Background: an optimization exercise with open tools, aiming at small area. Do not read the settings as production practice. Function was checked by simulation only, so behaviour that the tests miss may differ from the original. Power and IR drop assume default switching activity.

==> flow/design.v, too long to show whole: its modules and the start of the top module <==
// module corr_mac: 440 lines
// module correlator_top: 337 lines
module correlator_top
(
  input  logic                 clk_in,
  input  logic                 i_rst,
  input  logic                 i_pdm_valid,
  input  logic [3-1:0] i_pdm_bits,
  output logic                 o_acc_valid,
  output logic [(((3 * (3 - 1) / 2) > 1) ? $clog2((3 * (3 - 1) / 2)) : 1)-1:0]              o_acc_bl,
  output logic [((8 > 1) ? $clog2(8) : 1)-1:0]             o_acc_lag,
  output logic signed [48-1:0]                 o_acc_data,
  output logic                 o_acc_last
);
  // ...
==> flow/flow/run.sh <==
#!/bin/bash
# Standard layout with these changes to how it is made:
#  - synthesis maps logic with an area-oriented ABC script (flow/abc_area.script,
#    used through ABC_AREA=1) from a copy of the ORFS scripts folder;
#  - after synthesis, flow/postsynth.py maps the combinational logic again
#    (registers, adders and their names untouched) and keeps the smaller netlist;
#  - the clock tree uses small leaf clusters of clkbuf_4 and no dummy loads;
#  - ports are buffered with buf_1.
# Each tool's output goes to a log file in this folder.
set -euo pipefail
HERE=$(pwd)
rm -rf "$HERE/scripts_mod" "$HERE/post"
cp -r "$FLOW_HOME/scripts" "$HERE/scripts_mod"
cp "$HERE/flow/abc_area.script" "$HERE/scripts_mod/abc_area.script"
CTS="-sink_clustering_enable -repair_clock_nets -dont_use_dummy_load -sink_clustering_size 8 -sink_clustering_max_diameter 80 -buf_list sky130_fd_sc_hd__clkbuf_4"
ARGS=("SCRIPTS_DIR=$HERE/scripts_mod" "CTS_ARGS=$CTS" "BUFFER_PORTS_ARGS=-buffer_cell sky130_fd_sc_hd__buf_1")
bash standard.sh "${ARGS[@]}" synth > make_synth.log 2>&1
RES="$HERE/orfs/results/$FLOW_PLATFORM/correlator_top/base"
LIB="$FLOW_HOME/platforms/$FLOW_PLATFORM/lib/sky130_fd_sc_hd__tt_025C_1v80.lib"
if [[ -x "$FLOW_HOME/../tools/install/yosys/bin/yosys" ]]; then
  export YOSYS_BIN="$FLOW_HOME/../tools/install/yosys/bin/yosys"
fi
cp "$RES/1_2_yosys.v" "$HERE/1_2_yosys.std.v"
python3 "$HERE/flow/postsynth.py" "$LIB" "$FLOW_TOP" "$HERE/1_2_yosys.std.v" "$HERE/1_2_yosys.post.v" \
  "$HERE/post" 6 "$HERE/flow/reabc1.script,$HERE/flow/reabc2.script,$HERE/flow/reabc3.script" \
  > postsynth.log 2>&1
cp "$HERE/1_2_yosys.post.v" "$RES/1_2_yosys.v"
rm -f "$RES/1_synth.odb" "$RES/1_synth.sdc"
bash standard.sh "${ARGS[@]}" finish > make_finish.log 2>&1
==> flow/flow/abc_area.script <==
strash
dch
map -a
strash
dch
map -a
topo
==> flow/flow/fa_polarity.py <==
#!/usr/bin/env python3
"""Rewrite a mapped sky130hd netlist so fewer inverters sit between full adders.

A full adder is self-dual: inverting its three inputs inverts both outputs. For
every sky130_fd_sc_hd__fa_* cell this chooses whether to use it in inverted
form, so that as few nets as possible need an inverter, and then rebuilds the
inverters: at most one per net, shared by all loads that need the complement.
The logic function of every port and register input is unchanged; no register
or port is touched.

usage: fa_polarity.py LIBERTY IN.v OUT.v
"""
import re, sys, random

lib, src, dst = sys.argv[1:4]

# Output pins of every cell, from the liberty file
outs = {}
cell = None
for line in open(lib):
    m = re.match(r'\s*cell\s*\(\s*"?([\w]+)"?\s*\)', line)
    if m:
        cell = m.group(1); outs[cell] = set(); continue
    m = re.match(r'\s*pin\s*\(\s*"?(\w+)"?\s*\)', line)
    if m:
        pin = m.group(1); continue
    if re.match(r'\s*direction\s*:\s*"?output', line) and cell:
        outs[cell].add(pin)

text = open(src).read()
mstart = text.index('module ')
header_end = text.index(';', mstart) + 1
body = text[header_end:text.rindex('endmodule')]

inst_re = re.compile(r'\s*(sky130_fd_sc_hd__\w+)\s+(\S+)\s*\((.*?)\);', re.S)
pin_re = re.compile(r'\.(\w+)\(\s*(.*?)\s*\)(?=\s*,|\s*$)', re.S)

decls = []
cells = []   # [type, name, {pin: net}]
pos = 0
for stmt in re.finditer(r'[^;]*;', body, re.S):
    s = stmt.group(0)
    m = inst_re.match(s)
    if m:
        typ, name, pins = m.group(1), m.group(2), m.group(3)
        conn = {}
        for p, n in pin_re.findall(pins):
            conn[p] = n.strip()
        cells.append([typ, name, conn])
    else:
        decls.append(s)

ports = set()
for d in decls:
    m = re.match(r'\s*(input|output|inout)\s*(\[[^\]]*\])?\s*(.*);', d, re.S)
    if m:
        nm = m.group(3).strip()
        if m.group(2):
            hi, lo = [int(x) for x in m.group(2)[1:-1].split(':')]
            for i in range(min(hi, lo), max(hi, lo) + 1):
                ports.add(f'{nm}[{i}]')
        ports.add(nm)

def is_inv(t):
    return re.match(r'sky130_fd_sc_hd__(clk)?inv_\d+$', t) is not None
def is_fa(t):
    return re.match(r'sky130_fd_sc_hd__fa_\d+$', t) is not None

driver = {}
for ci, (t, n, conn) in enumerate(cells):
    for p, net in conn.items():
        if p in outs[t]:
            driver[net] = (ci, p)

def key(net):
    return net.replace(' ', '')

# Inverters we may remove: input and output are plain internal nets
removable = set()
for ci, (t, n, conn) in enumerate(cells):
    if is_inv(t) and key(conn['Y']) not in ports and key(conn['A']) not in ports \
            and not conn['A'].startswith("1'") :
        removable.add(ci)

def base_of(net):
    """(base net, parity) looking through removable inverters."""
    par = 0
    seen = 0
    while net in driver and driver[net][0] in removable and seen < 8:
        net = cells[driver[net][0]][2]['A']
        par ^= 1
        seen += 1
    return net, par

fa_ids = [ci for ci, c in enumerate(cells) if is_fa(c[0])]
fa_index = {ci: k for k, ci in enumerate(fa_ids)}
FA_IN = ('A', 'B', 'CIN')

# Loads: every input pin of a kept cell, as (cell, pin, base, parity)
loads = {}   # base -> list of (ci, pin, r)
for ci, (t, n, conn) in enumerate(cells):
    if ci in removable:
        continue
    for p, net in conn.items():
        if p in outs[t]:
            continue
        b, r = base_of(net)
        loads.setdefault(b, []).append((ci, p, r))
# Output ports read nets too
port_loads = {}
for net in list(driver.keys()):
    if key(net) in ports:
        pass
for net in ports:
    pass

def drv_fa(b):
    d = driver.get(b)
    if d and d[0] in fa_index:
        return fa_index[d[0]]
    return None

flip = [0] * len(fa_ids)

def need_inv(b):
    df = drv_fa(b)
    fd = flip[df] if df is not None else 0
    for ci, p, r in loads.get(b, []):
        g = fa_index.get(ci)
        fg = flip[g] if g is not None else 0
        if r ^ fg ^ fd:
            return 1
    return 0

def need_true(b):
    """A flipped FA output still has to give the true value to any port it drives."""
    return 0

# Nets touched by each FA
touch = []
for ci in fa_ids:
    conn = cells[ci][2]
    s = set()
    for p in FA_IN:
        s.add(base_of(conn[p])[0])
    for p in ('SUM', 'COUT'):
        if p in conn:
            s.add(conn[p])
    touch.append(s)

# A flipped FA must not drive a port or be read through a net we cannot invert
fixed = set()
for k, ci in enumerate(fa_ids):
    conn = cells[ci][2]
    for p in ('SUM', 'COUT'):
        if p in conn and key(conn[p]) in ports:
            fixed.add(k)

def cost_of(nets):
    return sum(need_inv(b) for b in nets)

before = sum(need_inv(b) for b in loads)
improved = True
it = 0
while improved and it < 50:
    improved = False
    it += 1
    for k in range(len(fa_ids)):
        if k in fixed:
            continue
        c0 = cost_of(touch[k])
        flip[k] ^= 1
        c1 = cost_of(touch[k])
        if c1 < c0:
            improved = True
        else:
            flip[k] ^= 1
after = sum(need_inv(b) for b in loads)
n_old_inv = sum(1 for ci in removable)
sys.stderr.write(f"fa cells {len(fa_ids)}, flipped {sum(flip)}, removable inverters {n_old_inv}, "
                 f"nets needing an inverter: {before} -> {after}\n")

# Rebuild: every load of base b that needs the complement reads b's inverter
inv_net = {}
# A prefix no existing name starts with
k = 0
while f"_fapol{k}_" in text:
    k += 1
PFX = f"_fapol{k}_"
new_decls = []
new_cells = []
cnt = 0
def inv_for(b):
    global cnt
    if b not in inv_net:
        cnt += 1
        nn = f"{PFX}{cnt}_"
        inv_net[b] = nn
        new_decls.append(f"\n  wire {nn};")
        new_cells.append(["sky130_fd_sc_hd__inv_1", f"{PFX}inv_{cnt}_", {"A": b, "Y": nn}])
    return inv_net[b]

for b, lst in loads.items():
    df = drv_fa(b)
    fd = flip[df] if df is not None else 0
    for ci, p, r in lst:
        g = fa_index.get(ci)
        fg = flip[g] if g is not None else 0
        if r ^ fg ^ fd:
            cells[ci][2][p] = inv_for(b)
        else:
            cells[ci][2][p] = b

out = [text[:header_end]]
out.extend(decls)
out.extend(new_decls)
def emit(t, n, conn):
    ps = ",\n".join(f"    .{p}({net + ' ' if net.startswith(chr(92)) else net})" for p, net in conn.items())
    return f"\n  {t} {n} (\n{ps}\n  );"
for ci, (t, n, conn) in enumerate(cells):
    if ci in removable:
        continue
    out.append(emit(t, n, conn))
for t, n, conn in new_cells:
    out.append(emit(t, n, conn))
out.append("\nendmodule\n")
open(dst, 'w').write("".join(out))
==> flow/flow/gen_cells.py <==
#!/usr/bin/env python3
"""Write Verilog models of the single-output combinational cells of a liberty
file (from their function attributes), so Yosys can re-map them.
Cells with flip-flops, latches, several outputs or no function are left out.
usage: gen_cells.py LIBERTY OUT.v"""
import re, sys
lib, dst = sys.argv[1:3]
txt = open(lib).read()
out = []
for m in re.finditer(r'\n\s*cell\s*\(\s*"?(\w+)"?\s*\)\s*\{', txt):
    name = m.group(1)
    # body: up to the next cell
    start = m.end()
    nxt = re.search(r'\n\s*cell\s*\(', txt[start:])
    body = txt[start:start + nxt.start()] if nxt else txt[start:]
    if re.search(r'\b(ff|latch|statetable|clock_gating_integrated_cell)\s*\(', body) or 'clock_gate' in body:
        continue
    pins = re.findall(r'\n\s*pin\s*\(\s*"?(\w+)"?\s*\)\s*\{(.*?)\n\s*\}', body, re.S)
    ins, outs = [], []
    for pn, pb in pins:
        d = re.search(r'direction\s*:\s*"?(\w+)', pb)
        if not d:
            continue
        if d.group(1) == 'input':
            ins.append(pn)
        elif d.group(1) == 'output':
            f = re.search(r'function\s*:\s*"([^"]*)"', pb)
            outs.append((pn, f.group(1) if f else None))
    if len(outs) != 1 or outs[0][1] is None or not ins:
        continue
    on, fn = outs[0]
    if re.search(r'VPWR|VGND|KAPWR|VPB|VNB', fn):
        continue
    expr = fn.replace('!', '~').replace('*', '&').replace('+', '|')
    ports = ", ".join([f"input {p}" for p in ins] + [f"output {on}"])
    out.append(f"module {name}({ports});\n  assign {on} = {expr};\nendmodule\n")
open(dst, 'w').write("\n".join(out))
print(len(out), "cells")
==> flow/flow/postsynth.py <==
#!/usr/bin/env python3
"""Re-map the combinational logic of a synthesized sky130hd netlist.

1. fa_polarity.py flips full adders so fewer inverters sit between them.
2. Yosys reads the netlist with models of the single-output combinational
   cells (flip-flops, adders, buffers and tie cells stay black boxes, so every
   register keeps its instance name and cell type), flattens those cells to
   gates and maps them again with ABC. Steps 1-2 repeat; the smallest result
   is kept, or the input if none is smaller.

usage: postsynth.py LIBERTY TOP IN.v OUT.v WORKDIR ROUNDS ABC_SCRIPT[,ABC_SCRIPT...]
(round r uses the scripts in turn)
"""
import os, re, shutil, subprocess, sys

lib, top, src, dst, work, rounds, abc = sys.argv[1:8]
rounds = int(rounds)
abcs = abc.split(",")
here = os.path.dirname(os.path.abspath(__file__))
os.makedirs(work, exist_ok=True)
yosys = os.environ.get("YOSYS_BIN", "yosys")

DONTUSE = ("probe_p_8 probec_p_8 lpflow_bleeder_1 lpflow_clkbufkapwr_1 lpflow_clkbufkapwr_16 "
           "lpflow_clkbufkapwr_2 lpflow_clkbufkapwr_4 lpflow_clkbufkapwr_8 lpflow_clkinvkapwr_1 "
           "lpflow_clkinvkapwr_16 lpflow_clkinvkapwr_2 lpflow_clkinvkapwr_4 lpflow_clkinvkapwr_8 "
           "lpflow_decapkapwr_12 lpflow_decapkapwr_3 lpflow_decapkapwr_4 lpflow_decapkapwr_6 "
           "lpflow_decapkapwr_8 lpflow_inputiso0n_1 lpflow_inputiso0p_1 lpflow_inputiso1n_1 "
           "lpflow_inputiso1p_1 lpflow_inputisolatch_1 lpflow_isobufsrc_1 lpflow_isobufsrc_16 "
           "lpflow_isobufsrc_2 lpflow_isobufsrc_4 lpflow_isobufsrc_8 lpflow_isobufsrckapwr_16 "
           "lpflow_lsbuf_lh_hl_isowell_tap_1 lpflow_lsbuf_lh_hl_isowell_tap_2 "
           "lpflow_lsbuf_lh_hl_isowell_tap_4 lpflow_lsbuf_lh_isowell_4 lpflow_lsbuf_lh_isowell_tap_1 "
           "lpflow_lsbuf_lh_isowell_tap_2 lpflow_lsbuf_lh_isowell_tap_4").split()
dontuse = " ".join(f"-dont_use sky130_fd_sc_hd__{c}" for c in DONTUSE)

def area_of(netlist, tag):
    """Area of a netlist by Yosys stat."""
    ys = os.path.join(work, f"{tag}_stat.ys")
    st = os.path.join(work, f"{tag}_stat.txt")
    open(ys, "w").write(f"read_liberty -lib {lib}\nread_verilog {netlist}\nhierarchy -top {top}\n"
                        f"tee -o {st} stat -liberty {lib}\n")
    subprocess.run([yosys, "-q", "-l", os.path.join(work, f"{tag}_stat.log"), ys], check=True)
    return float(re.search(r"Chip area for module .*?: ([\d.]+)", open(st).read()).group(1))

cells_all = os.path.join(work, "cells_all.v")
subprocess.run([sys.executable, os.path.join(here, "gen_cells.py"), lib, cells_all], check=True)
mods = open(cells_all).read().split("endmodule\n")
keep = [m for m in mods if m.strip() and not re.search(
    r"module sky130_fd_sc_hd__(buf|clkbuf|dlygate|clkdlybuf|dlymetal|bufbuf|lpflow)", m)]
cells = os.path.join(work, "cells_comb.v")
open(cells, "w").write("endmodule\n".join(keep) + "endmodule\n")
tpl = open(os.path.join(here, "reabc.ys.tpl")).read()

best = src
best_area = area_of(src, "r0")
print(f"input area {best_area:.1f}", flush=True)
cur = src
for r in range(1, rounds + 1):
    pol = os.path.join(work, f"r{r}_pol.v")
    subprocess.run([sys.executable, os.path.join(here, "fa_polarity.py"), lib, cur, pol], check=True)
    out = os.path.join(work, f"r{r}_out.v")
    ys = os.path.join(work, f"r{r}.ys")
    open(ys, "w").write(tpl.replace("@LIB@", lib).replace("@CELLS@", cells).replace("@IN@", pol)
                        .replace("@TOP@", top).replace("@SCRIPT@", abcs[(r - 1) % len(abcs)]).replace("@DONTUSE@", dontuse)
                        .replace("@STAT@", os.path.join(work, f"r{r}_abcstat.txt")).replace("@OUT@", out))
    subprocess.run([yosys, "-q", "-l", os.path.join(work, f"r{r}.log"), ys], check=True)
    a = area_of(out, f"r{r}")
    print(f"round {r}: area {a:.1f}", flush=True)
    if a < best_area:
        best, best_area = out, a
    cur = out
shutil.copyfile(best, dst)
print(f"kept {best} ({best_area:.1f})")
==> flow/flow/reabc.ys.tpl <==
read_liberty -lib @LIB@
read_verilog -overwrite @CELLS@
read_verilog @IN@
hierarchy -top @TOP@
flatten
techmap
opt -fast
opt_clean -purge
abc -script @SCRIPT@ -liberty @LIB@ @DONTUSE@
opt_clean -purge
hilomap -singleton -hicell sky130_fd_sc_hd__conb_1 HI -locell sky130_fd_sc_hd__conb_1 LO
splitnets
opt_clean -purge
insbuf -buf sky130_fd_sc_hd__buf_4 A X
opt_clean -purge
rename -hide w:*.*
tee -o @STAT@ stat -liberty @LIB@
write_verilog -noattr -nohex -nodec @OUT@
==> flow/flow/reabc1.script <==
strash
dch
map -a
strash
dch
map -a
topo
==> flow/flow/reabc2.script <==
strash
&get -n
&st
&dch
&nf -a
&put
strash
&get -n
&st
&dch
&nf -a
&put
topo
==> flow/flow/reabc3.script <==
strash
dch
amap
strash
dch
map -a
topo
==> flow/standard.sh <==
#!/bin/bash
# synth_recipe.tcl (not shown) runs the flow's synth.tcl, then flattens the netlist and writes it again
# the make line also repeats each setting of config.mk as NAME=value (left out here)
make -C /OpenROAD-flow-scripts/flow DESIGN_CONFIG=/design/flow/config.mk WORK_HOME=/design/flow/orfs CLKGATE_MAP_FILE= SYNTH_SCRIPT=/design/flow/synth_recipe.tcl "${@:-finish}"
==> flow/config.mk <==
export PLATFORM = sky130hd
export DESIGN_NAME = correlator_top
export DESIGN_NICKNAME = correlator_top
export VERILOG_FILES = /design/flow/design.v
export SDC_FILE = /design/flow/constraint.sdc
export NUM_CORES = 4
export LEC_CHECK = 0
export ABC_AREA = 1
export CAP_MARGIN = 10
export CORE_MARGIN = 2
export CORE_UTILIZATION = 55
export SLEW_MARGIN = 10
==> flow/constraint.sdc <==
create_clock -name core_clock -period 20.0 [get_ports {clk_in}]
set_input_delay 4.0000 -clock core_clock [delete_from_list [all_inputs] [get_ports {clk_in}]]
set_output_delay 4.0000 -clock core_clock [all_outputs]
set_load 0.01 [all_outputs]
==> flow_metrics.tcl, run 1 <==
set metrics [dict create \
    status "finished clean" \
    gr-usage-met2 0.452 \
    hold_end "r2[3][0]$_DFF_P_" \
    fillers 5196 \
    synth_area_per_cell_sq_um 12.1 \
    crit_cells 63 \
    drive_above_1_share 0.106 \
    die_w_microns 257 \
    power_mw 4.77 \
    top_usage_layer "met2" \
    largest_cell_class "flip-flops and latches" \
    seq_power_mw 2.13 \
    core_sq_um 63200 \
    buffers 202 \
    ctsHtreeMaxLevel 3 \
    final_util 0.609 \
    final.period_utilization 0.966 \
    slowest_delay_ps 560 \
    dr_total_vias 23900 \
    antenna_found_initial 4 \
    yosys_warnings 11 \
    worst_setup_path_start_kind "flop" \
    combPwrFrac 0.380 \
    die_h_microns 257 \
    largest_register_ffs 216 \
    final_cells 4027 \
    setup_ws_ps 670 \
    grt_max_degree 58 \
    n_antenna_cell 7 \
    stdcell_area_sq_um 38500 \
    rows 92 \
    register_area_sq_um 18100 \
    leakage_nw 14.7 \
    die_area_sq_um 66000 \
    grt.overflow.total 0 \
    critPathLaunch "bl[1]$_SDFFE_PP0P_" \
    critPathSlowestCell "fa_1" \
    cp.buffers_inverters 4 \
    drc 0 \
    slew_headroom 0.243 \
    crit_top_cell "fa_1" \
    buf_share 0.0340 \
]
==> module corr_mac, before the edit <==
module corr_mac
(
  input  logic [17:0] a,
  input  logic [17:0] b,
  input  logic [35:0] acc_in,
  output logic [35:0] sum
);
  logic [18:0] b_ext;
  logic [18:0] pp [9];
  logic [8:0]  ng;
  always_comb begin
    b_ext = {b, 1'b0};
    for (int i = 0; i < 9; i++) begin
      logic q0, q1, q2, one, two;
      q0    = b_ext[2*i];
      q1    = b_ext[2*i+1];
      q2    = b_ext[2*i+2];
      ng[i] = q2 & ~(q1 & q0);
      one   = q1 ^ q0;
      two   = (i == 8) ? 1'b0 : ((q2 & ~q1 & ~q0) | (~q2 & q1 & q0));
      for (int j = 0; j < 19; j++) begin
        pp[i][j] = ((one & ((j < 18) ? a[j] : a[17])) | (two & ((j > 0) ? a[j-1] : 1'b0))) ^ ng[i];
      end
    end
  end
  logic [411:0] w;
  assign w[0] = acc_in[14] ^ pp[0][14];
  assign w[1] = acc_in[14] & pp[0][14];
  assign w[2] = acc_in[15] ^ pp[0][15];
  assign w[3] = acc_in[15] & pp[0][15];
  assign w[4] = acc_in[16] ^ pp[0][16] ^ pp[1][14];
  assign w[5] = (acc_in[16] & pp[0][16]) | (acc_in[16] & pp[1][14]) | (pp[0][16] & pp[1][14]);
  assign w[6] = pp[2][12] ^ pp[3][10];
  assign w[7] = pp[2][12] & pp[3][10];
  assign w[8] = acc_in[17] ^ pp[0][17] ^ pp[1][15];
  assign w[9] = (acc_in[17] & pp[0][17]) | (acc_in[17] & pp[1][15]) | (pp[0][17] & pp[1][15]);
  assign w[10] = pp[2][13] ^ pp[3][11];
  assign w[11] = pp[2][13] & pp[3][11];
  assign w[12] = acc_in[18] ^ ~pp[0][18] ^ pp[1][16];
  assign w[13] = (acc_in[18] & ~pp[0][18]) | (acc_in[18] & pp[1][16]) | (~pp[0][18] & pp[1][16]);
  assign w[14] = pp[2][14] ^ pp[3][12];
  assign w[15] = pp[2][14] & pp[3][12];
  assign w[16] = acc_in[19] ^ pp[1][17] ^ pp[2][15];
  assign w[17] = (acc_in[19] & pp[1][17]) | (acc_in[19] & pp[2][15]) | (pp[1][17] & pp[2][15]);
  assign w[18] = acc_in[20] ^ ~pp[1][18];
  assign w[19] = acc_in[20] & ~pp[1][18];
  assign w[20] = acc_in[8] ^ pp[0][8];
  assign w[21] = acc_in[8] & pp[0][8];
  assign w[22] = acc_in[9] ^ pp[0][9];
  assign w[23] = acc_in[9] & pp[0][9];
  assign w[24] = acc_in[10] ^ pp[0][10] ^ pp[1][8];
  assign w[25] = (acc_in[10] & pp[0][10]) | (acc_in[10] & pp[1][8]) | (pp[0][10] & pp[1][8]);
  assign w[26] = pp[2][6] ^ pp[3][4];
  assign w[27] = pp[2][6] & pp[3][4];
  assign w[28] = acc_in[11] ^ pp[0][11] ^ pp[1][9];
  assign w[29] = (acc_in[11] & pp[0][11]) | (acc_in[11] & pp[1][9]) | (pp[0][11] & pp[1][9]);
  assign w[30] = pp[2][7] ^ pp[3][5];
  assign w[31] = pp[2][7] & pp[3][5];
  assign w[32] = acc_in[12] ^ pp[0][12] ^ pp[1][10];
  assign w[33] = (acc_in[12] & pp[0][12]) | (acc_in[12] & pp[1][10]) | (pp[0][12] & pp[1][10]);
  assign w[34] = pp[2][8] ^ pp[3][6] ^ pp[4][4];
  assign w[35] = (pp[2][8] & pp[3][6]) | (pp[2][8] & pp[4][4]) | (pp[3][6] & pp[4][4]);
  assign w[36] = pp[5][2] ^ pp[6][0];
  assign w[37] = pp[5][2] & pp[6][0];
  assign w[38] = acc_in[13] ^ pp[0][13] ^ pp[1][11];
  assign w[39] = (acc_in[13] & pp[0][13]) | (acc_in[13] & pp[1][11]) | (pp[0][13] & pp[1][11]);
  assign w[40] = pp[2][9] ^ pp[3][7] ^ pp[4][5];
  assign w[41] = (pp[2][9] & pp[3][7]) | (pp[2][9] & pp[4][5]) | (pp[3][7] & pp[4][5]);
  assign w[42] = pp[5][3] ^ pp[6][1];
  assign w[43] = pp[5][3] & pp[6][1];
  assign w[44] = w[0] ^ pp[1][12] ^ pp[2][10];
  assign w[45] = (w[0] & pp[1][12]) | (w[0] & pp[2][10]) | (pp[1][12] & pp[2][10]);
  assign w[46] = pp[3][8] ^ pp[4][6] ^ pp[5][4];
  assign w[47] = (pp[3][8] & pp[4][6]) | (pp[3][8] & pp[5][4]) | (pp[4][6] & pp[5][4]);
  assign w[48] = pp[6][2] ^ pp[7][0] ^ ng[7];
  assign w[49] = (pp[6][2] & pp[7][0]) | (pp[6][2] & ng[7]) | (pp[7][0] & ng[7]);
  assign w[50] = w[1] ^ w[2] ^ pp[1][13];
  assign w[51] = (w[1] & w[2]) | (w[1] & pp[1][13]) | (w[2] & pp[1][13]);
  assign w[52] = pp[2][11] ^ pp[3][9] ^ pp[4][7];
  assign w[53] = (pp[2][11] & pp[3][9]) | (pp[2][11] & pp[4][7]) | (pp[3][9] & pp[4][7]);
  assign w[54] = pp[5][5] ^ pp[6][3] ^ pp[7][1];
  assign w[55] = (pp[5][5] & pp[6][3]) | (pp[5][5] & pp[7][1]) | (pp[6][3] & pp[7][1]);
  assign w[56] = w[3] ^ w[4] ^ w[6];
  assign w[57] = (w[3] & w[4]) | (w[3] & w[6]) | (w[4] & w[6]);
  assign w[58] = pp[4][8] ^ pp[5][6] ^ pp[6][4];
  assign w[59] = (pp[4][8] & pp[5][6]) | (pp[4][8] & pp[6][4]) | (pp[5][6] & pp[6][4]);
  assign w[60] = pp[7][2] ^ pp[8][0] ^ ng[8];
  assign w[61] = (pp[7][2] & pp[8][0]) | (pp[7][2] & ng[8]) | (pp[8][0] & ng[8]);
  assign w[62] = w[5] ^ w[7] ^ w[8];
  assign w[63] = (w[5] & w[7]) | (w[5] & w[8]) | (w[7] & w[8]);
  assign w[64] = w[10] ^ pp[4][9] ^ pp[5][7];
  assign w[65] = (w[10] & pp[4][9]) | (w[10] & pp[5][7]) | (pp[4][9] & pp[5][7]);
  assign w[66] = pp[6][5] ^ pp[7][3] ^ pp[8][1];
  assign w[67] = (pp[6][5] & pp[7][3]) | (pp[6][5] & pp[8][1]) | (pp[7][3] & pp[8][1]);
  assign w[68] = w[9] ^ w[11] ^ w[12];
  assign w[69] = (w[9] & w[11]) | (w[9] & w[12]) | (w[11] & w[12]);
  assign w[70] = w[14] ^ pp[4][10] ^ pp[5][8];
  assign w[71] = (w[14] & pp[4][10]) | (w[14] & pp[5][8]) | (pp[4][10] & pp[5][8]);
  assign w[72] = pp[6][6] ^ pp[7][4] ^ pp[8][2];
  assign w[73] = (pp[6][6] & pp[7][4]) | (pp[6][6] & pp[8][2]) | (pp[7][4] & pp[8][2]);
  assign w[74] = w[13] ^ w[15] ^ w[16];
  assign w[75] = (w[13] & w[15]) | (w[13] & w[16]) | (w[15] & w[16]);
  assign w[76] = pp[3][13] ^ pp[4][11] ^ pp[5][9];
  assign w[77] = (pp[3][13] & pp[4][11]) | (pp[3][13] & pp[5][9]) | (pp[4][11] & pp[5][9]);
  assign w[78] = pp[6][7] ^ pp[7][5] ^ pp[8][3];
  assign w[79] = (pp[6][7] & pp[7][5]) | (pp[6][7] & pp[8][3]) | (pp[7][5] & pp[8][3]);
  assign w[80] = w[17] ^ w[18] ^ pp[2][16];
  assign w[81] = (w[17] & w[18]) | (w[17] & pp[2][16]) | (w[18] & pp[2][16]);
  assign w[82] = pp[3][14] ^ pp[4][12] ^ pp[5][10];
  assign w[83] = (pp[3][14] & pp[4][12]) | (pp[3][14] & pp[5][10]) | (pp[4][12] & pp[5][10]);
  assign w[84] = pp[6][8] ^ pp[7][6] ^ pp[8][4];
  assign w[85] = (pp[6][8] & pp[7][6]) | (pp[6][8] & pp[8][4]) | (pp[7][6] & pp[8][4]);
  assign w[86] = w[19] ^ acc_in[21] ^ pp[2][17];
  assign w[87] = (w[19] & acc_in[21]) | (w[19] & pp[2][17]) | (acc_in[21] & pp[2][17]);
  assign w[88] = pp[3][15] ^ pp[4][13] ^ pp[5][11];
  assign w[89] = (pp[3][15] & pp[4][13]) | (pp[3][15] & pp[5][11]) | (pp[4][13] & pp[5][11]);
  assign w[90] = pp[6][9] ^ pp[7][7] ^ pp[8][5];
  assign w[91] = (pp[6][9] & pp[7][7]) | (pp[6][9] & pp[8][5]) | (pp[7][7] & pp[8][5]);
  assign w[92] = acc_in[22] ^ ~pp[2][18] ^ pp[3][16];
  assign w[93] = (acc_in[22] & ~pp[2][18]) | (acc_in[22] & pp[3][16]) | (~pp[2][18] & pp[3][16]);
  assign w[94] = pp[4][14] ^ pp[5][12] ^ pp[6][10];
  assign w[95] = (pp[4][14] & pp[5][12]) | (pp[4][14] & pp[6][10]) | (pp[5][12] & pp[6][10]);
  assign w[96] = pp[7][8] ^ pp[8][6];
  assign w[97] = pp[7][8] & pp[8][6];
  assign w[98] = acc_in[23] ^ pp[3][17] ^ pp[4][15];
  assign w[99] = (acc_in[23] & pp[3][17]) | (acc_in[23] & pp[4][15]) | (pp[3][17] & pp[4][15]);
  assign w[100] = pp[5][13] ^ pp[6][11] ^ pp[7][9];
  assign w[101] = (pp[5][13] & pp[6][11]) | (pp[5][13] & pp[7][9]) | (pp[6][11] & pp[7][9]);
  assign w[102] = acc_in[24] ^ ~pp[3][18] ^ pp[4][16];
  assign w[103] = (acc_in[24] & ~pp[3][18]) | (acc_in[24] & pp[4][16]) | (~pp[3][18] & pp[4][16]);
  assign w[104] = pp[5][14] ^ pp[6][12];
  assign w[105] = pp[5][14] & pp[6][12];
  assign w[106] = acc_in[25] ^ pp[4][17] ^ pp[5][15];
  assign w[107] = (acc_in[25] & pp[4][17]) | (acc_in[25] & pp[5][15]) | (pp[4][17] & pp[5][15]);
  assign w[108] = acc_in[26] ^ ~pp[4][18];
  assign w[109] = acc_in[26] & ~pp[4][18];
  assign w[110] = acc_in[4] ^ pp[0][4];
  assign w[111] = acc_in[4] & pp[0][4];
  assign w[112] = acc_in[5] ^ pp[0][5];
  assign w[113] = acc_in[5] & pp[0][5];
  assign w[114] = acc_in[6] ^ pp[0][6] ^ pp[1][4];
  assign w[115] = (acc_in[6] & pp[0][6]) | (acc_in[6] & pp[1][4]) | (pp[0][6] & pp[1][4]);
  assign w[116] = pp[2][2] ^ pp[3][0];
  assign w[117] = pp[2][2] & pp[3][0];
  assign w[118] = acc_in[7] ^ pp[0][7] ^ pp[1][5];
  assign w[119] = (acc_in[7] & pp[0][7]) | (acc_in[7] & pp[1][5]) | (pp[0][7] & pp[1][5]);
  assign w[120] = pp[2][3] ^ pp[3][1];
  assign w[121] = pp[2][3] & pp[3][1];
  assign w[122] = w[20] ^ pp[1][6] ^ pp[2][4];
  assign w[123] = (w[20] & pp[1][6]) | (w[20] & pp[2][4]) | (pp[1][6] & pp[2][4]);
  assign w[124] = pp[3][2] ^ pp[4][0] ^ ng[4];
  assign w[125] = (pp[3][2] & pp[4][0]) | (pp[3][2] & ng[4]) | (pp[4][0] & ng[4]);
  assign w[126] = w[21] ^ w[22] ^ pp[1][7];
  assign w[127] = (w[21] & w[22]) | (w[21] & pp[1][7]) | (w[22] & pp[1][7]);
  assign w[128] = pp[2][5] ^ pp[3][3] ^ pp[4][1];
  assign w[129] = (pp[2][5] & pp[3][3]) | (pp[2][5] & pp[4][1]) | (pp[3][3] & pp[4][1]);
  assign w[130] = w[23] ^ w[24] ^ w[26];
  assign w[131] = (w[23] & w[24]) | (w[23] & w[26]) | (w[24] & w[26]);
  assign w[132] = pp[4][2] ^ pp[5][0] ^ ng[5];
  assign w[133] = (pp[4][2] & pp[5][0]) | (pp[4][2] & ng[5]) | (pp[5][0] & ng[5]);
  assign w[134] = w[25] ^ w[27] ^ w[28];
  assign w[135] = (w[25] & w[27]) | (w[25] & w[28]) | (w[27] & w[28]);
  assign w[136] = w[30] ^ pp[4][3] ^ pp[5][1];
  assign w[137] = (w[30] & pp[4][3]) | (w[30] & pp[5][1]) | (pp[4][3] & pp[5][1]);
  assign w[138] = w[29] ^ w[31] ^ w[32];
  assign w[139] = (w[29] & w[31]) | (w[29] & w[32]) | (w[31] & w[32]);
  assign w[140] = w[34] ^ w[36] ^ ng[6];
  assign w[141] = (w[34] & w[36]) | (w[34] & ng[6]) | (w[36] & ng[6]);
  assign w[142] = w[33] ^ w[35] ^ w[37];
  assign w[143] = (w[33] & w[35]) | (w[33] & w[37]) | (w[35] & w[37]);
  assign w[144] = w[38] ^ w[40] ^ w[42];
  assign w[145] = (w[38] & w[40]) | (w[38] & w[42]) | (w[40] & w[42]);
  assign w[146] = w[39] ^ w[41] ^ w[43];
  assign w[147] = (w[39] & w[41]) | (w[39] & w[43]) | (w[41] & w[43]);
  assign w[148] = w[44] ^ w[46] ^ w[48];
  assign w[149] = (w[44] & w[46]) | (w[44] & w[48]) | (w[46] & w[48]);
  assign w[150] = w[45] ^ w[47] ^ w[49];
  assign w[151] = (w[45] & w[47]) | (w[45] & w[49]) | (w[47] & w[49]);
  assign w[152] = w[50] ^ w[52] ^ w[54];
  assign w[153] = (w[50] & w[52]) | (w[50] & w[54]) | (w[52] & w[54]);
  assign w[154] = w[51] ^ w[53] ^ w[55];
  assign w[155] = (w[51] & w[53]) | (w[51] & w[55]) | (w[53] & w[55]);
  assign w[156] = w[56] ^ w[58] ^ w[60];
  assign w[157] = (w[56] & w[58]) | (w[56] & w[60]) | (w[58] & w[60]);
  assign w[158] = w[57] ^ w[59] ^ w[61];
  assign w[159] = (w[57] & w[59]) | (w[57] & w[61]) | (w[59] & w[61]);
  assign w[160] = w[62] ^ w[64] ^ w[66];
  assign w[161] = (w[62] & w[64]) | (w[62] & w[66]) | (w[64] & w[66]);
  assign w[162] = w[63] ^ w[65] ^ w[67];
  assign w[163] = (w[63] & w[65]) | (w[63] & w[67]) | (w[65] & w[67]);
  assign w[164] = w[68] ^ w[70] ^ w[72];
  assign w[165] = (w[68] & w[70]) | (w[68] & w[72]) | (w[70] & w[72]);
  assign w[166] = w[69] ^ w[71] ^ w[73];
  assign w[167] = (w[69] & w[71]) | (w[69] & w[73]) | (w[71] & w[73]);
  assign w[168] = w[74] ^ w[76] ^ w[78];
  assign w[169] = (w[74] & w[76]) | (w[74] & w[78]) | (w[76] & w[78]);
  assign w[170] = w[75] ^ w[77] ^ w[79];
  assign w[171] = (w[75] & w[77]) | (w[75] & w[79]) | (w[77] & w[79]);
  assign w[172] = w[80] ^ w[82] ^ w[84];
  assign w[173] = (w[80] & w[82]) | (w[80] & w[84]) | (w[82] & w[84]);
  assign w[174] = w[81] ^ w[83] ^ w[85];
  assign w[175] = (w[81] & w[83]) | (w[81] & w[85]) | (w[83] & w[85]);
  assign w[176] = w[86] ^ w[88] ^ w[90];
  assign w[177] = (w[86] & w[88]) | (w[86] & w[90]) | (w[88] & w[90]);
  assign w[178] = w[87] ^ w[89] ^ w[91];
  assign w[179] = (w[87] & w[89]) | (w[87] & w[91]) | (w[89] & w[91]);
  assign w[180] = w[92] ^ w[94] ^ w[96];
  assign w[181] = (w[92] & w[94]) | (w[92] & w[96]) | (w[94] & w[96]);
  assign w[182] = w[93] ^ w[95] ^ w[97];
  assign w[183] = (w[93] & w[95]) | (w[93] & w[97]) | (w[95] & w[97]);
  assign w[184] = w[98] ^ w[100] ^ pp[8][7];
  assign w[185] = (w[98] & w[100]) | (w[98] & pp[8][7]) | (w[100] & pp[8][7]);
  assign w[186] = w[99] ^ w[101] ^ w[102];
  assign w[187] = (w[99] & w[101]) | (w[99] & w[102]) | (w[101] & w[102]);
  assign w[188] = w[104] ^ pp[7][10] ^ pp[8][8];
  assign w[189] = (w[104] & pp[7][10]) | (w[104] & pp[8][8]) | (pp[7][10] & pp[8][8]);
  assign w[190] = w[103] ^ w[105] ^ w[106];
  assign w[191] = (w[103] & w[105]) | (w[103] & w[106]) | (w[105] & w[106]);
  assign w[192] = pp[6][13] ^ pp[7][11] ^ pp[8][9];
  assign w[193] = (pp[6][13] & pp[7][11]) | (pp[6][13] & pp[8][9]) | (pp[7][11] & pp[8][9]);
  assign w[194] = w[107] ^ w[108] ^ pp[5][16];
  assign w[195] = (w[107] & w[108]) | (w[107] & pp[5][16]) | (w[108] & pp[5][16]);
  assign w[196] = pp[6][14] ^ pp[7][12] ^ pp[8][10];
  assign w[197] = (pp[6][14] & pp[7][12]) | (pp[6][14] & pp[8][10]) | (pp[7][12] & pp[8][10]);
  assign w[198] = w[109] ^ acc_in[27] ^ pp[5][17];
  assign w[199] = (w[109] & acc_in[27]) | (w[109] & pp[5][17]) | (acc_in[27] & pp[5][17]);
  assign w[200] = pp[6][15] ^ pp[7][13] ^ pp[8][11];
  assign w[201] = (pp[6][15] & pp[7][13]) | (pp[6][15] & pp[8][11]) | (pp[7][13] & pp[8][11]);
  assign w[202] = acc_in[28] ^ ~pp[5][18] ^ pp[6][16];
  assign w[203] = (acc_in[28] & ~pp[5][18]) | (acc_in[28] & pp[6][16]) | (~pp[5][18] & pp[6][16]);
  assign w[204] = pp[7][14] ^ pp[8][12];
  assign w[205] = pp[7][14] & pp[8][12];
  assign w[206] = acc_in[29] ^ pp[6][17] ^ pp[7][15];
  assign w[207] = (acc_in[29] & pp[6][17]) | (acc_in[29] & pp[7][15]) | (pp[6][17] & pp[7][15]);
  assign w[208] = acc_in[30] ^ ~pp[6][18];
  assign w[209] = acc_in[30] & ~pp[6][18];
  assign w[210] = acc_in[2] ^ pp[0][2];
  assign w[211] = acc_in[2] & pp[0][2];
  assign w[212] = acc_in[3] ^ pp[0][3];
  assign w[213] = acc_in[3] & pp[0][3];
  assign w[214] = w[110] ^ pp[1][2] ^ pp[2][0];
  assign w[215] = (w[110] & pp[1][2]) | (w[110] & pp[2][0]) | (pp[1][2] & pp[2][0]);
  assign w[216] = w[111] ^ w[112] ^ pp[1][3];
  assign w[217] = (w[111] & w[112]) | (w[111] & pp[1][3]) | (w[112] & pp[1][3]);
  assign w[218] = w[113] ^ w[114] ^ w[116];
  assign w[219] = (w[113] & w[114]) | (w[113] & w[116]) | (w[114] & w[116]);
  assign w[220] = w[115] ^ w[117] ^ w[118];
  assign w[221] = (w[115] & w[117]) | (w[115] & w[118]) | (w[117] & w[118]);
  assign w[222] = w[119] ^ w[121] ^ w[122];
  assign w[223] = (w[119] & w[121]) | (w[119] & w[122]) | (w[121] & w[122]);
  assign w[224] = w[123] ^ w[125] ^ w[126];
  assign w[225] = (w[123] & w[125]) | (w[123] & w[126]) | (w[125] & w[126]);
  assign w[226] = w[127] ^ w[129] ^ w[130];
  assign w[227] = (w[127] & w[129]) | (w[127] & w[130]) | (w[129] & w[130]);
  assign w[228] = w[131] ^ w[133] ^ w[134];
  assign w[229] = (w[131] & w[133]) | (w[131] & w[134]) | (w[133] & w[134]);
  assign w[230] = w[135] ^ w[137] ^ w[138];
  assign w[231] = (w[135] & w[137]) | (w[135] & w[138]) | (w[137] & w[138]);
  assign w[232] = w[139] ^ w[141] ^ w[142];
  assign w[233] = (w[139] & w[141]) | (w[139] & w[142]) | (w[141] & w[142]);
  assign w[234] = w[143] ^ w[145] ^ w[146];
  assign w[235] = (w[143] & w[145]) | (w[143] & w[146]) | (w[145] & w[146]);
  assign w[236] = w[147] ^ w[149] ^ w[150];
  assign w[237] = (w[147] & w[149]) | (w[147] & w[150]) | (w[149] & w[150]);
  assign w[238] = w[151] ^ w[153] ^ w[154];
  assign w[239] = (w[151] & w[153]) | (w[151] & w[154]) | (w[153] & w[154]);
  assign w[240] = w[155] ^ w[157] ^ w[158];
  assign w[241] = (w[155] & w[157]) | (w[155] & w[158]) | (w[157] & w[158]);
  assign w[242] = w[159] ^ w[161] ^ w[162];
  assign w[243] = (w[159] & w[161]) | (w[159] & w[162]) | (w[161] & w[162]);
  assign w[244] = w[163] ^ w[165] ^ w[166];
  assign w[245] = (w[163] & w[165]) | (w[163] & w[166]) | (w[165] & w[166]);
  assign w[246] = w[167] ^ w[169] ^ w[170];
  assign w[247] = (w[167] & w[169]) | (w[167] & w[170]) | (w[169] & w[170]);
  assign w[248] = w[171] ^ w[173] ^ w[174];
  assign w[249] = (w[171] & w[173]) | (w[171] & w[174]) | (w[173] & w[174]);
  assign w[250] = w[175] ^ w[177] ^ w[178];
  assign w[251] = (w[175] & w[177]) | (w[175] & w[178]) | (w[177] & w[178]);
  assign w[252] = w[179] ^ w[181] ^ w[182];
  assign w[253] = (w[179] & w[181]) | (w[179] & w[182]) | (w[181] & w[182]);
  assign w[254] = w[183] ^ w[185] ^ w[186];
  assign w[255] = (w[183] & w[185]) | (w[183] & w[186]) | (w[185] & w[186]);
  assign w[256] = w[187] ^ w[189] ^ w[190];
  assign w[257] = (w[187] & w[189]) | (w[187] & w[190]) | (w[189] & w[190]);
  assign w[258] = w[191] ^ w[193] ^ w[194];
  assign w[259] = (w[191] & w[193]) | (w[191] & w[194]) | (w[193] & w[194]);
  assign w[260] = w[195] ^ w[197] ^ w[198];
  assign w[261] = (w[195] & w[197]) | (w[195] & w[198]) | (w[197] & w[198]);
  assign w[262] = w[199] ^ w[201] ^ w[202];
  assign w[263] = (w[199] & w[201]) | (w[199] & w[202]) | (w[201] & w[202]);
  assign w[264] = w[203] ^ w[205] ^ w[206];
  assign w[265] = (w[203] & w[205]) | (w[203] & w[206]) | (w[205] & w[206]);
  assign w[266] = w[207] ^ w[208] ^ pp[7][16];
  assign w[267] = (w[207] & w[208]) | (w[207] & pp[7][16]) | (w[208] & pp[7][16]);
  assign w[268] = w[209] ^ acc_in[31] ^ pp[7][17];
  assign w[269] = (w[209] & acc_in[31]) | (w[209] & pp[7][17]) | (acc_in[31] & pp[7][17]);
  assign w[270] = acc_in[32] ^ ~pp[7][18];
  assign w[271] = acc_in[32] & ~pp[7][18];
  assign w[272] = acc_in[0] ^ pp[0][0];
  assign w[273] = acc_in[0] & pp[0][0];
  assign w[274] = acc_in[1] ^ pp[0][1];
  assign w[275] = acc_in[1] & pp[0][1];
  assign w[276] = w[210] ^ pp[1][0] ^ ng[1];
  assign w[277] = (w[210] & pp[1][0]) | (w[210] & ng[1]) | (pp[1][0] & ng[1]);
  assign w[278] = w[211] ^ w[212] ^ pp[1][1];
  assign w[279] = (w[211] & w[212]) | (w[211] & pp[1][1]) | (w[212] & pp[1][1]);
  assign w[280] = w[213] ^ w[214] ^ ng[2];
  assign w[281] = (w[213] & w[214]) | (w[213] & ng[2]) | (w[214] & ng[2]);
  assign w[282] = w[215] ^ w[216] ^ pp[2][1];
  assign w[283] = (w[215] & w[216]) | (w[215] & pp[2][1]) | (w[216] & pp[2][1]);
  assign w[284] = w[217] ^ w[218] ^ ng[3];
  assign w[285] = (w[217] & w[218]) | (w[217] & ng[3]) | (w[218] & ng[3]);
  assign w[286] = w[219] ^ w[220] ^ w[120];
  assign w[287] = (w[219] & w[220]) | (w[219] & w[120]) | (w[220] & w[120]);
  assign w[288] = w[221] ^ w[222] ^ w[124];
  assign w[289] = (w[221] & w[222]) | (w[221] & w[124]) | (w[222] & w[124]);
  assign w[290] = w[223] ^ w[224] ^ w[128];
  assign w[291] = (w[223] & w[224]) | (w[223] & w[128]) | (w[224] & w[128]);
  assign w[292] = w[225] ^ w[226] ^ w[132];
  assign w[293] = (w[225] & w[226]) | (w[225] & w[132]) | (w[226] & w[132]);
  assign w[294] = w[227] ^ w[228] ^ w[136];
  assign w[295] = (w[227] & w[228]) | (w[227] & w[136]) | (w[228] & w[136]);
  assign w[296] = w[229] ^ w[230] ^ w[140];
  assign w[297] = (w[229] & w[230]) | (w[229] & w[140]) | (w[230] & w[140]);
  assign w[298] = w[231] ^ w[232] ^ w[144];
  assign w[299] = (w[231] & w[232]) | (w[231] & w[144]) | (w[232] & w[144]);
  assign w[300] = w[233] ^ w[234] ^ w[148];
  assign w[301] = (w[233] & w[234]) | (w[233] & w[148]) | (w[234] & w[148]);
  assign w[302] = w[235] ^ w[236] ^ w[152];
  assign w[303] = (w[235] & w[236]) | (w[235] & w[152]) | (w[236] & w[152]);
  assign w[304] = w[237] ^ w[238] ^ w[156];
  assign w[305] = (w[237] & w[238]) | (w[237] & w[156]) | (w[238] & w[156]);
  assign w[306] = w[239] ^ w[240] ^ w[160];
  assign w[307] = (w[239] & w[240]) | (w[239] & w[160]) | (w[240] & w[160]);
  assign w[308] = w[241] ^ w[242] ^ w[164];
  assign w[309] = (w[241] & w[242]) | (w[241] & w[164]) | (w[242] & w[164]);
  assign w[310] = w[243] ^ w[244] ^ w[168];
  assign w[311] = (w[243] & w[244]) | (w[243] & w[168]) | (w[244] & w[168]);
  assign w[312] = w[245] ^ w[246] ^ w[172];
  assign w[313] = (w[245] & w[246]) | (w[245] & w[172]) | (w[246] & w[172]);
  assign w[314] = w[247] ^ w[248] ^ w[176];
  assign w[315] = (w[247] & w[248]) | (w[247] & w[176]) | (w[248] & w[176]);
  assign w[316] = w[249] ^ w[250] ^ w[180];
  assign w[317] = (w[249] & w[250]) | (w[249] & w[180]) | (w[250] & w[180]);
  assign w[318] = w[251] ^ w[252] ^ w[184];
  assign w[319] = (w[251] & w[252]) | (w[251] & w[184]) | (w[252] & w[184]);
  assign w[320] = w[253] ^ w[254] ^ w[188];
  assign w[321] = (w[253] & w[254]) | (w[253] & w[188]) | (w[254] & w[188]);
  assign w[322] = w[255] ^ w[256] ^ w[192];
  assign w[323] = (w[255] & w[256]) | (w[255] & w[192]) | (w[256] & w[192]);
  assign w[324] = w[257] ^ w[258] ^ w[196];
  assign w[325] = (w[257] & w[258]) | (w[257] & w[196]) | (w[258] & w[196]);
  assign w[326] = w[259] ^ w[260] ^ w[200];
  assign w[327] = (w[259] & w[260]) | (w[259] & w[200]) | (w[260] & w[200]);
  assign w[328] = w[261] ^ w[262] ^ w[204];
  assign w[329] = (w[261] & w[262]) | (w[261] & w[204]) | (w[262] & w[204]);
  assign w[330] = w[263] ^ w[264] ^ pp[8][13];
  assign w[331] = (w[263] & w[264]) | (w[263] & pp[8][13]) | (w[264] & pp[8][13]);
  assign w[332] = w[265] ^ w[266] ^ pp[8][14];
  assign w[333] = (w[265] & w[266]) | (w[265] & pp[8][14]) | (w[266] & pp[8][14]);
  assign w[334] = w[267] ^ w[268] ^ pp[8][15];
  assign w[335] = (w[267] & w[268]) | (w[267] & pp[8][15]) | (w[268] & pp[8][15]);
  assign w[336] = w[269] ^ w[270] ^ pp[8][16];
  assign w[337] = (w[269] & w[270]) | (w[269] & pp[8][16]) | (w[270] & pp[8][16]);
  assign w[338] = w[271] ^ acc_in[33] ^ pp[8][17];
  assign w[339] = (w[271] & acc_in[33]) | (w[271] & pp[8][17]) | (acc_in[33] & pp[8][17]);
  assign w[340] = acc_in[34] ^ ~pp[8][18];
  assign w[341] = acc_in[34] & ~pp[8][18];
  assign w[342] = w[272] ^ ng[0];
  assign w[343] = w[272] & ng[0];
  assign w[344] = w[273] ^ w[274] ^ w[343];
  assign w[345] = (w[273] & w[274]) | (w[273] & w[343]) | (w[274] & w[343]);
  assign w[346] = w[275] ^ w[276] ^ w[345];
  assign w[347] = (w[275] & w[276]) | (w[275] & w[345]) | (w[276] & w[345]);
  assign w[348] = w[277] ^ w[278] ^ w[347];
  assign w[349] = (w[277] & w[278]) | (w[277] & w[347]) | (w[278] & w[347]);
  assign w[350] = w[279] ^ w[280] ^ w[349];
  assign w[351] = (w[279] & w[280]) | (w[279] & w[349]) | (w[280] & w[349]);
  assign w[352] = w[281] ^ w[282] ^ w[351];
  assign w[353] = (w[281] & w[282]) | (w[281] & w[351]) | (w[282] & w[351]);
  assign w[354] = w[283] ^ w[284] ^ w[353];
  assign w[355] = (w[283] & w[284]) | (w[283] & w[353]) | (w[284] & w[353]);
  assign w[356] = w[285] ^ w[286] ^ w[355];
  assign w[357] = (w[285] & w[286]) | (w[285] & w[355]) | (w[286] & w[355]);
  assign w[358] = w[287] ^ w[288] ^ w[357];
  assign w[359] = (w[287] & w[288]) | (w[287] & w[357]) | (w[288] & w[357]);
  assign w[360] = w[289] ^ w[290] ^ w[359];
  assign w[361] = (w[289] & w[290]) | (w[289] & w[359]) | (w[290] & w[359]);
  assign w[362] = w[291] ^ w[292] ^ w[361];
  assign w[363] = (w[291] & w[292]) | (w[291] & w[361]) | (w[292] & w[361]);
  assign w[364] = w[293] ^ w[294] ^ w[363];
  assign w[365] = (w[293] & w[294]) | (w[293] & w[363]) | (w[294] & w[363]);
  assign w[366] = w[295] ^ w[296] ^ w[365];
  assign w[367] = (w[295] & w[296]) | (w[295] & w[365]) | (w[296] & w[365]);
  assign w[368] = w[297] ^ w[298] ^ w[367];
  assign w[369] = (w[297] & w[298]) | (w[297] & w[367]) | (w[298] & w[367]);
  assign w[370] = w[299] ^ w[300] ^ w[369];
  assign w[371] = (w[299] & w[300]) | (w[299] & w[369]) | (w[300] & w[369]);
  assign w[372] = w[301] ^ w[302] ^ w[371];
  assign w[373] = (w[301] & w[302]) | (w[301] & w[371]) | (w[302] & w[371]);
  assign w[374] = w[303] ^ w[304] ^ w[373];
  assign w[375] = (w[303] & w[304]) | (w[303] & w[373]) | (w[304] & w[373]);
  assign w[376] = w[305] ^ w[306] ^ w[375];
  assign w[377] = (w[305] & w[306]) | (w[305] & w[375]) | (w[306] & w[375]);
  assign w[378] = w[307] ^ w[308] ^ w[377];
  assign w[379] = (w[307] & w[308]) | (w[307] & w[377]) | (w[308] & w[377]);
  assign w[380] = w[309] ^ w[310] ^ w[379];
  assign w[381] = (w[309] & w[310]) | (w[309] & w[379]) | (w[310] & w[379]);
  assign w[382] = w[311] ^ w[312] ^ w[381];
  assign w[383] = (w[311] & w[312]) | (w[311] & w[381]) | (w[312] & w[381]);
  assign w[384] = w[313] ^ w[314] ^ w[383];
  assign w[385] = (w[313] & w[314]) | (w[313] & w[383]) | (w[314] & w[383]);
  assign w[386] = w[315] ^ w[316] ^ w[385];
  assign w[387] = (w[315] & w[316]) | (w[315] & w[385]) | (w[316] & w[385]);
  assign w[388] = w[317] ^ w[318] ^ w[387];
  assign w[389] = (w[317] & w[318]) | (w[317] & w[387]) | (w[318] & w[387]);
  assign w[390] = w[319] ^ w[320] ^ w[389];
  assign w[391] = (w[319] & w[320]) | (w[319] & w[389]) | (w[320] & w[389]);
  assign w[392] = w[321] ^ w[322] ^ w[391];
  assign w[393] = (w[321] & w[322]) | (w[321] & w[391]) | (w[322] & w[391]);
  assign w[394] = w[323] ^ w[324] ^ w[393];
  assign w[395] = (w[323] & w[324]) | (w[323] & w[393]) | (w[324] & w[393]);
  assign w[396] = w[325] ^ w[326] ^ w[395];
  assign w[397] = (w[325] & w[326]) | (w[325] & w[395]) | (w[326] & w[395]);
  assign w[398] = w[327] ^ w[328] ^ w[397];
  assign w[399] = (w[327] & w[328]) | (w[327] & w[397]) | (w[328] & w[397]);
  assign w[400] = w[329] ^ w[330] ^ w[399];
  assign w[401] = (w[329] & w[330]) | (w[329] & w[399]) | (w[330] & w[399]);
  assign w[402] = w[331] ^ w[332] ^ w[401];
  assign w[403] = (w[331] & w[332]) | (w[331] & w[401]) | (w[332] & w[401]);
  assign w[404] = w[333] ^ w[334] ^ w[403];
  assign w[405] = (w[333] & w[334]) | (w[333] & w[403]) | (w[334] & w[403]);
  assign w[406] = w[335] ^ w[336] ^ w[405];
  assign w[407] = (w[335] & w[336]) | (w[335] & w[405]) | (w[336] & w[405]);
  assign w[408] = w[337] ^ w[338] ^ w[407];
  assign w[409] = (w[337] & w[338]) | (w[337] & w[407]) | (w[338] & w[407]);
  assign w[410] = w[339] ^ w[340] ^ w[409];
  assign w[411] = (w[339] & w[340]) | (w[339] & w[409]) | (w[340] & w[409]);
  assign sum = {(w[341] ^ acc_in[35] ^ w[411]), w[410], w[408], w[406], w[404], w[402], w[400], w[398], w[396], w[394], w[392], w[390], w[388], w[386], w[384], w[382], w[380], w[378], w[376], w[374], w[372], w[370], w[368], w[366], w[364], w[362], w[360], w[358], w[356], w[354], w[352], w[350], w[348], w[346], w[344], w[342]};
endmodule
==> run 2: changes to the inputs <==
--- a/flow/design.v
+++ b/flow/design.v
@@ -13,17 +13,17 @@
     b_ext = {b, 1'b0};
     for (int i = 0; i < 9; i++) begin
       logic q0, q1, q2, one, two;
       q0    = b_ext[2*i];
       q1    = b_ext[2*i+1];
       q2    = b_ext[2*i+2];
       ng[i] = q2 & ~(q1 & q0);
       one   = q1 ^ q0;
-      two   = (i == 8) ? 1'b0 : ((q2 & ~q1 & ~q0) | (~q2 & q1 & q0));
+      two   = (q2 & ~q1 & ~q0) | (~q2 & q1 & q0);
       for (int j = 0; j < 19; j++) begin
         pp[i][j] = ((one & ((j < 18) ? a[j] : a[17])) | (two & ((j > 0) ? a[j-1] : 1'b0))) ^ ng[i];
       end
     end
   end
   logic [411:0] w;
   assign w[0] = acc_in[14] ^ pp[0][14];
   assign w[1] = acc_in[14] & pp[0][14];
@@ -556,32 +556,33 @@
       4'd15: hrom4 = 12'd0;
       default: hrom4 = '0;
     endcase
   endfunction
   logic [1:0]  phase;       
   logic [1:0]  pend;        
   logic [2:0]  bits_q;
   logic [3:0]  r_cnt;       
+  logic [3:0]  r_proc;      
   logic [1:0]  s_cnt;       
   logic [19:0] a0 [3];
   logic [19:0] a1 [3];
   logic [19:0] a2 [3];
   logic [17:0] a3 [3];
   logic [11:0] a4 [3];
   logic        busy, b, last;
   logic [3:0]  r_sel;
   logic [19:0] n0, n1, n2;
   logic [17:0] n3;
   logic [11:0] n4;
   logic [20:0] y;
   logic [17:0] smp;
   assign busy  = i_pdm_valid || (pend != 2'd0);
   assign b     = i_pdm_valid ? i_pdm_bits[phase] : (busy & bits_q[phase]);
-  assign r_sel = i_pdm_valid ? r_cnt : r_cnt - 4'd1;
+  assign r_sel = i_pdm_valid ? r_cnt : r_proc;
   assign last  = busy && (r_sel == 4'd15);
   function automatic logic [19:0] rca20(input logic [19:0] x, input logic [19:0] z);
     logic c;
     c = 1'b0;
     for (int i = 0; i < 20; i++) begin
       rca20[i] = x[i] ^ z[i] ^ c;
       c = (x[i] & z[i]) | (c & (x[i] ^ z[i]));
     end
@@ -630,75 +631,50 @@
     a1[0] <= a1[1]; a1[1] <= a1[2]; a1[2] <= n1;
     a2[0] <= a2[1]; a2[1] <= a2[2]; a2[2] <= n2;
     a3[0] <= a3[1]; a3[1] <= a3[2]; a3[2] <= n3;
     a4[0] <= a4[1]; a4[1] <= a4[2]; a4[2] <= n4;
   end
   always_ff @(posedge clk_in) begin
     if (i_pdm_valid) begin
       bits_q <= i_pdm_bits;
+      r_proc <= r_cnt;
     end
   end
-  localparam int N0 = 4;
-  localparam int N1 = 10;
-  localparam int N2 = 12;
-  logic signed [17:0] r0 [N0];
-  logic signed [17:0] r1 [N1];
-  logic signed [17:0] r2 [N2];
-  logic signed [17:0] hold0, hold1, hold2;
-  logic        pend0, pend1, pend2;
-  logic [3:0]  q0, q1, q2;
-  logic        wr0, wr1, wr2;
+  logic signed [17:0] h0 [5];
+  logic signed [17:0] h1 [11];
+  logic signed [17:0] h2 [12];
   logic        push0, push1, push2;
   assign push0 = last && (phase == 2'd0);
   assign push1 = last && (phase == 2'd1);
   assign push2 = last && (phase == 2'd2);
   always_ff @(posedge clk_in) begin
-    if (push0) hold0 <= smp;
-    if (push1) hold1 <= smp;
-    if (push2) hold2 <= smp;
-  end
-  always_ff @(posedge clk_in) begin
-    for (int k = 0; k < N0 - 1; k++) r0[k] <= r0[k+1];
-    r0[N0-1] <= wr0 ? hold0 : r0[0];
-    for (int k = 0; k < N1 - 1; k++) r1[k] <= r1[k+1];
-    r1[N1-1] <= wr1 ? hold1 : r1[0];
-    for (int k = 0; k < N2 - 1; k++) r2[k] <= r2[k+1];
-    r2[N2-1] <= wr2 ? hold2 : r2[0];
-  end
-  always_ff @(posedge clk_in) begin
-    if (i_rst) begin
-      pend0 <= 1'b0;
-      pend1 <= 1'b0;
-      pend2 <= 1'b0;
-      q0    <= 4'(N0 - 1);
-      q1    <= 4'(N1 - 1);
-      q2    <= 4'(N2 - 1);
-    end else begin
-      pend0 <= push0 || (pend0 && !wr0);
-      pend1 <= push1 || (pend1 && !wr1);
-      pend2 <= push2 || (pend2 && !wr2);
-      q0    <= (wr0 || q0 == 4'd0) ? 4'(N0 - 1) : q0 - 4'd1;
-      q1    <= (wr1 || q1 == 4'd0) ? 4'(N1 - 1) : q1 - 4'd1;
-      q2    <= (wr2 || q2 == 4'd0) ? 4'(N2 - 1) : q2 - 4'd1;
+    if (push0) begin
+      h0[0] <= smp;
+      for (int k = 1; k < 5; k++) h0[k] <= h0[k-1];
+    end
+    if (push1) begin
+      h1[0] <= smp;
+      for (int k = 1; k < 11; k++) h1[k] <= h1[k-1];
+    end
+    if (push2) begin
+      h2[0] <= smp;
+      for (int k = 1; k < 12; k++) h2[k] <= h2[k-1];
     end
   end
   logic        act, run, vld;
   logic [1:0]  t;
   logic [2:0]  lag;
   logic [1:0]  bl;
   logic [1:0]  pc;           
   logic [1:0]  d0, d1, d2;   
   logic [35:0] acc;
   logic        start;
   assign start = i_pdm_valid && (r_cnt == 4'd15) && (s_cnt == 2'd3);
   assign run   = act || start;
-  assign wr0 = pend0 && (q0 == 4'(N0 - 1)) && !(run && d0 == 2'd2 && bl != 2'd2);
-  assign wr1 = pend1 && (q1 == 4'(N1 - 1)) && !(run && bl == 2'd0);
-  assign wr2 = pend2 && (q2 == 4'(N2 - 1));
   always_ff @(posedge clk_in) begin
     if (i_rst) begin
       act <= 1'b0;
       vld <= 1'b0;
       t   <= 2'd0;
       lag <= 3'd0;
       bl  <= 2'd0;
       pc  <= 2'd0;
@@ -730,38 +706,25 @@
       d1 <= d1 + 2'(push1);
       d2 <= d2 + 2'(push2);
     end else begin
       d0 <= 2'd0;
       d1 <= 2'd0;
       d2 <= 2'd0;
     end
   end
-  logic [3:0] si0, si1, si2;
-  logic signed [5:0] pp0, pp1, pp2;
-  logic [1:0] ad0;
-  logic [3:0] ad1, ad2;
-  logic signed [17:0] rd0, rd1, rd2;
+  logic [2:0] pos_a;
+  logic [3:0] pos_b;
   logic signed [17:0] op_a, op_b;
   logic       neg;
   always_comb begin
-    si0   = 4'd2 - 4'(t) + 4'(d0);
-    si1   = 4'd2 - 4'(t) + 4'(d1) + ((bl == 2'd0) ? 4'(lag) : 4'd0);
-    si2   = 4'd2 - 4'(t) + 4'(d2) + 4'(lag);
-    pp0   = 6'(q0) - 6'(si0) + 6'(pend0);
-    pp1   = 6'(q1) - 6'(si1) + 6'(pend1);
-    pp2   = 6'(q2) - 6'(si2) + 6'(pend2);
-    ad0   = 2'(pp0);
-    ad1   = (pp1 < 0) ? 4'(pp1 + 6'(N1)) : 4'(pp1);
-    ad2   = (pp2 < 0) ? 4'(pp2 + 6'(N2)) : 4'(pp2);
-    rd0   = (pend0 && si0 == 4'd0) ? hold0 : r0[ad0];
-    rd1   = (pend1 && si1 == 4'd0) ? hold1 : r1[ad1];
-    rd2   = (pend2 && si2 == 4'd0) ? hold2 : r2[ad2];
-    op_a  = (bl == 2'd2) ? rd1 : rd0;
-    op_b  = (bl == 2'd0) ? rd1 : rd2;
+    pos_a = 3'd2 - 3'(t) + ((bl == 2'd2) ? 3'(d1) : 3'(d0));
+    pos_b = 4'd2 + 4'(lag) - 4'(t) + ((bl == 2'd0) ? 4'(d1) : 4'(d2));
+    op_a  = (bl == 2'd2) ? h1[pos_a] : h0[pos_a];
+    op_b  = (bl == 2'd0) ? h1[pos_b] : h2[pos_b];
     neg   = ((pc == 2'd1) && (3'(t) < lag)) || ((pc == 2'd2) && (3'(t) + 3'd4 < lag));
     if (neg) op_b = '0;
   end
   localparam logic [35:0] K4 = 36'd45813334016;
   logic [35:0] sum;
   corr_mac mac_i (
     .a      (op_a),
     .b      (op_b),
==> run 2 against run 1 <==
Still clean on timing, DRC and antenna. First-iteration DRC count up 28%. Clock power down 0.5%. Design area up 6.9%. Critical path type unchanged.
==> flow_metrics.tcl, run 2 <==
set metrics [dict create \
    largest_register_ffs 216 \
    worst_setup_path_start_kind "flop" \
    syn_nets 3355 \
    avgViaCountPerCell 6.15 \
    vdd_drop_max_mv 0.0652 \
    critPathSlowestCell "a221oi_1" \
    ctsHtreeMaxLevel 3 \
    final.period_utilization 0.965 \
    reg_top3 "h2: 216 flops, h1: 198 flops, h0: 90 flops" \
    grtUsageMet3 0.0563 \
    hp-class "flop to flop" \
    area_growth_pct 7.62 \
    wl_per_cell_microns 25.6 \
    boundaryPins 61 \
    dp_hpwl_mm 75.2 \
    routabilityCongestion 0.924 \
    grt.overflow.total 0 \
    cts.sinks 847 \
    fillers 5647 \
    layout.nets 3595 \
    setup_ws_ps 705 \
    slowest_delay_ps 490 \
    dpl_cell_area_sq_um 40200 \
    die_w_microns 268 \
    core_sq_um 68700 \
    stdcell_area_sq_um 41200 \
    die_h_microns 268 \
    final_util 0.599 \
    slew_headroom 0.222 \
    maxCapViolCount 0 \
    syn_inst 3017 \
    fin_crit_ps 19300 \
    ant_nets 0 \
    largest_register "h2" \
    clock_skew_ps 124 \
    slew_viol_final 0 \
    die_area_sq_um 71700 \
    drt-pass1-iter-count 6 \
    cts_tree "yes" \
    grt_pass1_wl_mm 163 \
    cp_max_fo 11 \
    crit_type "flop to flop" \
    fmax_ghz 0.0518 \
    drt_iter0_drc 2934 \
    hold_slack_ps 227 \
    max_slew.worst_pin.slew_ps 1170 \
    layout_common_cells "edfxtp_1 (507), clkinv_1 (348), dfxtp_1 (340), fa_1 (236), nand2_1 (203)" \
    grt_pass1_vias 26300 \
    leakage_nw 14.3 \
    dp_cells 4064 \
    tns_ps 0 \
    clk_latency_ps 960 \
    synth_area_per_cell_sq_um 12.7 \
    synth_area_sq_um 38200 \
    cts_root_buf "clkbuf_4" \
    start_util 0.557 \
    setup_viol 0 \
    top_usage_layer "met2" \
    yosys_warnings 11 \
    numCtsBuffers 117 \
    clk_pin_slew_ps 100 \
    hold_violations 0 \
    gr-usage-met2 0.488 \
    required_ps 20830 \
    wl_mm 107 \
    antenna_found_initial 3 \
    final_cells 4187 \
    grt_max_degree 209 \
    status "finished clean" \
    dr_total_vias 25700 \
    crit_top_cell "fa_1" \
    worstSetupEndpointType "flop" \
    final_common_cell "edfxtp_1" \
    port_buffers 60 \
    place_ws_ps -46.6 \
    power_mw 3.21 \
    grt_usage 0.306 \
    power.density_nw_per_um2 78.0 \
    rows 96 \
    arrival_ps 20130 \
    clock_path_buffers 3 \
    grt_util_met1 0.408 \
    rsz0062_at_grt "no" \
    drive_above_1_share 0.0836 \
    drc 0 \
]
[run 2: changes by cell type in the layout (fill, tap and decap cells not counted), sizes merged, moves of 32 or more]
cell    previous run  this run
xnor2            126        36
o22ai             39       185
nor2b             32         0
edfxtp            57       507
clkinv           190       348
buf              201       169
a222oi            69         0
nor2             109       219
dfxtp            819       340
o21ai             58       123
mux2              53         0
xor2              72       134
a221oi            17        59
[run 2: repair_timing]
item | in CTS | in global routing
gates resized for setup | 0 | 15
setup endpoints to repair | 0 | 3
hold buffers | 0 | 0
buffers inserted | 0 | 5
[run 2: final cells by class]
class,count,area [sq um],area share
sequential,847,22000,0.535
timing repair buffer,169,1060,0.0257
inverter,350,1320,0.0321
multi-input combinational,1772,14700,0.357
tap,931,1160,0.0283
antenna,1,2.50,0.0000608
clock buffer,117,878,0.0213
[run 2: worst paths after layout]
kind,startpoint,endpoint,slack [ps],cells after the start
max,bl[0]$_SDFFE_PP0P_,acc[35]$_DFF_P_,700,59
min,a0[2][11]$_DFF_P_,a0[1][11]$_DFF_P_,230,0
max reg2reg,bl[0]$_SDFFE_PP0P_,acc[35]$_DFF_P_,700,59
min reg2reg,a0[2][11]$_DFF_P_,a0[1][11]$_DFF_P_,230,0
[run 2: routing by layer]
metal / vias to the layer above / share of wire
met5: - / 0.00042
met4: 6 / 0.049
met3: 278 / 0.086
met2: 1304 / 0.47
met1: 12800 / 0.40
li1: 11400 / -
[run 2: where the power goes]
| part | switching (mW) | total (mW) | leakage, nW | internal, mW |
|---|---|---|---|---|
| Sequential | 0.0713 | 2.08 | 7.41 | 2.01 |
| Clock | 0.556 | 0.822 | 0.538 | 0.266 |
| Combinational | 0.204 | 0.306 | 6.33 | 0.102 |
[run 2: critical path, delay by kind of cell (launching register included)]
family                     cells  cell delay, ps
DFF                            1             370
xor gates and xnor gates       3             670
and+or+nand+nor                5             770
AOI/OAI and AO/OA              4             750
adders and majority gates     41           15580
buffers and inverters          6            1100

-- separate check: timing with driven ports --
Ports are ideal in the flow. The routed layouts listed here were re-timed in OpenROAD.
Step 1 sets driving cells, clkbuf_16 on the clock port and buf_2 on the other inputs (assumed; they add their load-dependent delay and slew).
Step 2 times the ports against the registers' clock, not the clock port: input delays grow and output delays shrink by t, the midpoint of the rising clock arrivals with the driver on.
Slacks: ideal ports / drivers / drivers and shift; pairs: ideal ports / drivers.
| run | shift t [ns] | slack for setup (ns) | hold WS [ns] | latest minus earliest clock arrival (ns) |
|---|---|---|---|---|
| run 1 | 0.959 | 0.670 / 0.670 / 0.670 | 0.288 / 0.288 / 0.288 | 0.137 / 0.136 |
| run 2 | 0.951 | 0.705 / 0.705 / 0.705 | 0.227 / 0.227 / 0.227 | 0.139 / 0.139 |
After both steps every run listed still meets setup and hold.
